What follows belongs to an exercise in optimizing a design on an open flow for small area, a short achievable clock period and few clock cycles; a production flow would make more cautious choices.
The RTL was checked by simulation tests, not by an equivalence proof against the original design.
Power is estimated from default activity; no workload was simulated.

==> flow/design.v <==
module mcu_test_sequencer #(
  parameter int unsigned DEPTH     = 64,
  parameter int unsigned ADDR_W    = $clog2(DEPTH),
  parameter int unsigned DATA_W    = 16,
  parameter bit          SIGN_EXT  = 1'b1,
  parameter int unsigned ROM_LAT   = 1,
  parameter logic [31:0] FINISH_PC = 32'h64,
  parameter int unsigned TIMEOUT   = 20'hFFFFF,
  parameter int unsigned CNT_W     = 20
) (
  input  logic              clk_sys,
  input  logic              rst_sync,
  input  logic              start,
  output logic [ADDR_W-1:0] rom_addr,
  input  logic [DATA_W-1:0] rom_rdata,
  output logic [ADDR_W-1:0] ram_addr,
  output logic              ram_we,
  output logic [DATA_W-1:0] ram_wdata,
  output logic              cpu_rst,
  input  logic [31:0]       cpu_pc,
  input  logic [31:0]       cpu_mem_addr,
  input  logic              cpu_mem_we,
  input  logic [31:0]       cpu_mem_wdata,
  output logic [31:0]       cpu_mem_rdata,
  output logic              busy,
  output logic              done,
  output logic              timeout_err,
  output logic [CNT_W-1:0]  cycle_cnt
);
  localparam logic [ADDR_W-1:0] IDX_LAST = ADDR_W'(DEPTH - 1);
  localparam logic [CNT_W-1:0]  RUN_LAST = CNT_W'(TIMEOUT - 1);
  localparam logic [31:0]       EXT_MASK =
    (DATA_W >= 32) ? 32'h0 : ~((32'h1 << DATA_W) - 32'h1);
  logic st_start_q, st_load_q, st_run_q, st_wb_q, st_done_q, st_err_q;
  logic st_start_d, st_load_d, st_run_d, st_wb_d, st_done_d, st_err_d;
  logic [ADDR_W-1:0] idx_q, idx_d;
  logic [CNT_W-1:0]  cnt_q, cnt_d;
  logic [7:0]        ilo_q, rhi_q, lhi_q;
  logic [31:0]       mem_q [DEPTH];
  logic [31:0]       ext_rdata;
  logic [31:0]       wdata;
  logic              cpu_in_range;
  logic              unused_byte_lane;
  logic              finish, tmo, go, idx_last, run_we;
  logic [5:0]        a;
  localparam int unsigned RD_SLICES = 8;
  localparam int unsigned RD_BITS   = 32 / RD_SLICES;
  logic [7:0]        sel_lo [RD_SLICES];
  logic [7:0]        sel_hi [RD_SLICES];
  logic [7:0]        wr_lo, wr_hi;
  logic [DEPTH-1:0]  wsel;
  logic [31:0]       rdata;
  assign ext_rdata = (SIGN_EXT && rom_rdata[DATA_W-1]) ? (32'(rom_rdata) | EXT_MASK)
                                                       : 32'(rom_rdata);
  assign a                = cpu_mem_addr[7:2];
  assign unused_byte_lane = ^cpu_mem_addr[1:0];
  mcu_test_sequencer_zero24 u_range (.x(cpu_mem_addr[31:8]), .zero(cpu_in_range));
  assign finish   = (cpu_pc == FINISH_PC);
  assign tmo      = (cnt_q == RUN_LAST);
  assign go       = (st_done_q | st_err_q) & start;
  assign idx_last = (idx_q == IDX_LAST);
  assign run_we   = st_run_q & cpu_mem_we;
  always_comb begin
    st_start_d = 1'b0;
    st_load_d  = go | st_start_q | (st_load_q & ~idx_last);
    st_run_d   = (st_load_q & idx_last) | (st_run_q & ~finish & ~tmo);
    st_wb_d    = (st_run_q & finish) | (st_wb_q & ~idx_last);
    st_done_d  = (st_wb_q & idx_last) | (st_done_q & ~start);
    st_err_d   = (st_run_q & ~finish & tmo) | (st_err_q & ~start);
  end
  always_comb begin
    idx_d = idx_q;
    if (st_start_q | go | ((st_load_q | st_wb_q) & ~idx_last) | (st_run_q & finish))
      idx_d = st_start_q ? '0 : idx_q + 1'b1;
  end
  always_comb begin
    cnt_d = cnt_q;
    if (st_load_q)     cnt_d = '0;
    else if (st_run_q) cnt_d = cnt_q + 1'b1;
  end
  for (genvar s = 0; s < RD_SLICES; s++) begin : g_slice
    mcu_test_sequencer_dec u_rd (.a(a), .en_lo(st_run_q), .en_hi(st_run_q), .ok(cpu_in_range),
                                 .alt_lo(ilo_q), .alt_hi(rhi_q),
                                 .sel_lo(sel_lo[s]), .sel_hi(sel_hi[s]));
  end
  mcu_test_sequencer_dec u_wr (.a(a), .en_lo(st_run_q), .en_hi(run_we), .ok(cpu_in_range),
                               .alt_lo(ilo_q), .alt_hi(lhi_q),
                               .sel_lo(wr_lo), .sel_hi(wr_hi));
  always_comb begin
    for (int i = 0; i < DEPTH; i++) wsel[i] = wr_lo[i % 8] & wr_hi[i / 8];
  end
  assign wdata = st_load_q ? ext_rdata : cpu_mem_wdata;
  for (genvar b = 0; b < 32; b++) begin : g_rd
    logic [7:0] grp_bit;
    for (genvar g = 0; g < 8; g++) begin : g_grp
      logic [7:0] word_bit;
      for (genvar j = 0; j < 8; j++) begin : g_w
        assign word_bit[j] = mem_q[8*g+j][b];
      end
      mcu_test_sequencer_ao8 u_lo (.sel(sel_lo[b / RD_BITS]), .d(word_bit), .y(grp_bit[g]));
    end
    mcu_test_sequencer_ao8 u_hi (.sel(sel_hi[b / RD_BITS]), .d(grp_bit), .y(rdata[b]));
  end
  always_ff @(posedge clk_sys or posedge rst_sync) begin
    if (rst_sync) begin
      st_start_q <= 1'b1;
      st_load_q  <= 1'b0;
      st_run_q   <= 1'b0;
      st_wb_q    <= 1'b0;
      st_done_q  <= 1'b0;
      st_err_q   <= 1'b0;
      ilo_q      <= '0;
      rhi_q      <= '0;
      lhi_q      <= '0;
    end else begin
      st_start_q <= st_start_d;
      st_load_q  <= st_load_d;
      st_run_q   <= st_run_d;
      st_wb_q    <= st_wb_d;
      st_done_q  <= st_done_d;
      st_err_q   <= st_err_d;
      for (int j = 0; j < 8; j++) begin
        ilo_q[j] <= ~st_run_d & (idx_d[2:0] == 3'(j));
        rhi_q[j] <= st_wb_d   & (idx_d[5:3] == 3'(j));
        lhi_q[j] <= st_load_d & (idx_d[5:3] == 3'(j));
      end
    end
  end
  always_ff @(posedge clk_sys) begin
    idx_q <= idx_d;
    cnt_q <= cnt_d;
  end
  always_ff @(posedge clk_sys) begin
    for (int i = 0; i < DEPTH; i++)
      if (wsel[i]) mem_q[i] <= wdata;
  end
  assign rom_addr      = st_start_q ? '0 : idx_q + 1'b1;
  assign ram_addr      = idx_q;
  assign ram_wdata     = rdata[DATA_W-1:0];
  assign cpu_mem_rdata = rdata;
  assign ram_we        = st_wb_q;
  assign cpu_rst       = ~st_run_q;
  assign busy          = st_load_q | st_run_q | st_wb_q;
  assign done          = st_done_q;
  assign timeout_err   = st_err_q;
  assign cycle_cnt     = cnt_q;
endmodule
module mcu_test_sequencer_ao8 (
  input  logic [7:0] sel,
  input  logic [7:0] d,
  output logic       y
);
  assign y = |(sel & d);
endmodule
module mcu_test_sequencer_dec (
  input  logic [5:0] a,
  input  logic       en_lo,
  input  logic       en_hi,
  input  logic       ok,
  input  logic [7:0] alt_lo,
  input  logic [7:0] alt_hi,
  output logic [7:0] sel_lo,
  output logic [7:0] sel_hi
);
  always_comb begin
    for (int j = 0; j < 8; j++) begin
      sel_lo[j] = (en_lo & (a[2:0] == 3'(j))) | alt_lo[j];
      sel_hi[j] = (en_hi & ok & (a[5:3] == 3'(j))) | alt_hi[j];
    end
  end
endmodule
module mcu_test_sequencer_zero24 (
  input  logic [23:0] x,
  output logic        zero
);
  assign zero = ~|x;
endmodule
Settings: LEC_CHECK=0, CAP_MARGIN=20, CORE_MARGIN=2, CORE_UTILIZATION=50, CTS_CLUSTER_DIAMETER=100, CTS_CLUSTER_SIZE=24, PLACE_DENSITY=0.65, SETUP_SLACK_MARGIN=2.0, SLEW_MARGIN=20, SYNTH_HIERARCHICAL=1; clock period 6.5 ns.
standard.sh (not shown) runs the stock make flow with config.mk's settings and CLKGATE_MAP_FILE= SYNTH_SCRIPT=/design/flow/synth_recipe.tcl, a recipe that flattens the netlist after the stock synthesis.
==> flow/flow/run.sh <==
#!/bin/bash
# Standard layout, with the ports buffered by plain buffers (buf_1) instead of
# the default delay buffers.
set -euo pipefail
bash standard.sh "BUFFER_PORTS_ARGS=-buffer_cell sky130_fd_sc_hd__buf_1" finish > standard_flow.log 2>&1
Testbench counts at the start, summed over its fixed seeds: cycles 14,809.
Change:
Settings changed: GPL_ROUTABILITY_DRIVEN set to 0, PLACE_DENSITY 0.65 to unset.
=> Total power shrinks by 0.49%; first-iteration DRC count decreases by 13%; count of clock-buffer cells in the layout shrinks by 6; design area decreases by 0.77%; wire length falls by 1.4%; utilization went down by 0.45 points; setup slack improves by 0.19 ns; clock skew came out lower by 0.014 ns; register-to-register slack gets worse by 0.08 ns.

-- separate check: timing with driven ports --
In the flow no input, the clock included, has a driving cell. The finished layouts below were timed again as built, in two steps.
Step 1 sets driving cells, clkbuf_16 on the clock port and buf_2 on the other inputs (assumed; they add their load-dependent delay and slew).
Step 2 moves the port delays by t, midway between the first and last clock arrival at a register: inputs arrive t later, outputs are due t later. That takes back most of the time a late clock gives input paths.
Slacks: no drivers / after step 1 / after step 2; pairs: no drivers / after step 1.
run	shift t [ns]	setup WS [ns]	clock arrival spread, ns	pins driven straight from the clock port
the first run	0.847	1.588 / 1.316 / 1.316	0.059 / 0.060	1
the second run	0.827	1.778 / 1.417 / 1.417	0.043 / 0.043	1
After both steps setup and hold are still met in every run listed. The setup slack of the second run, which loses most, moves by -0.361 ns with the drivers and by -0.361 ns with both steps.
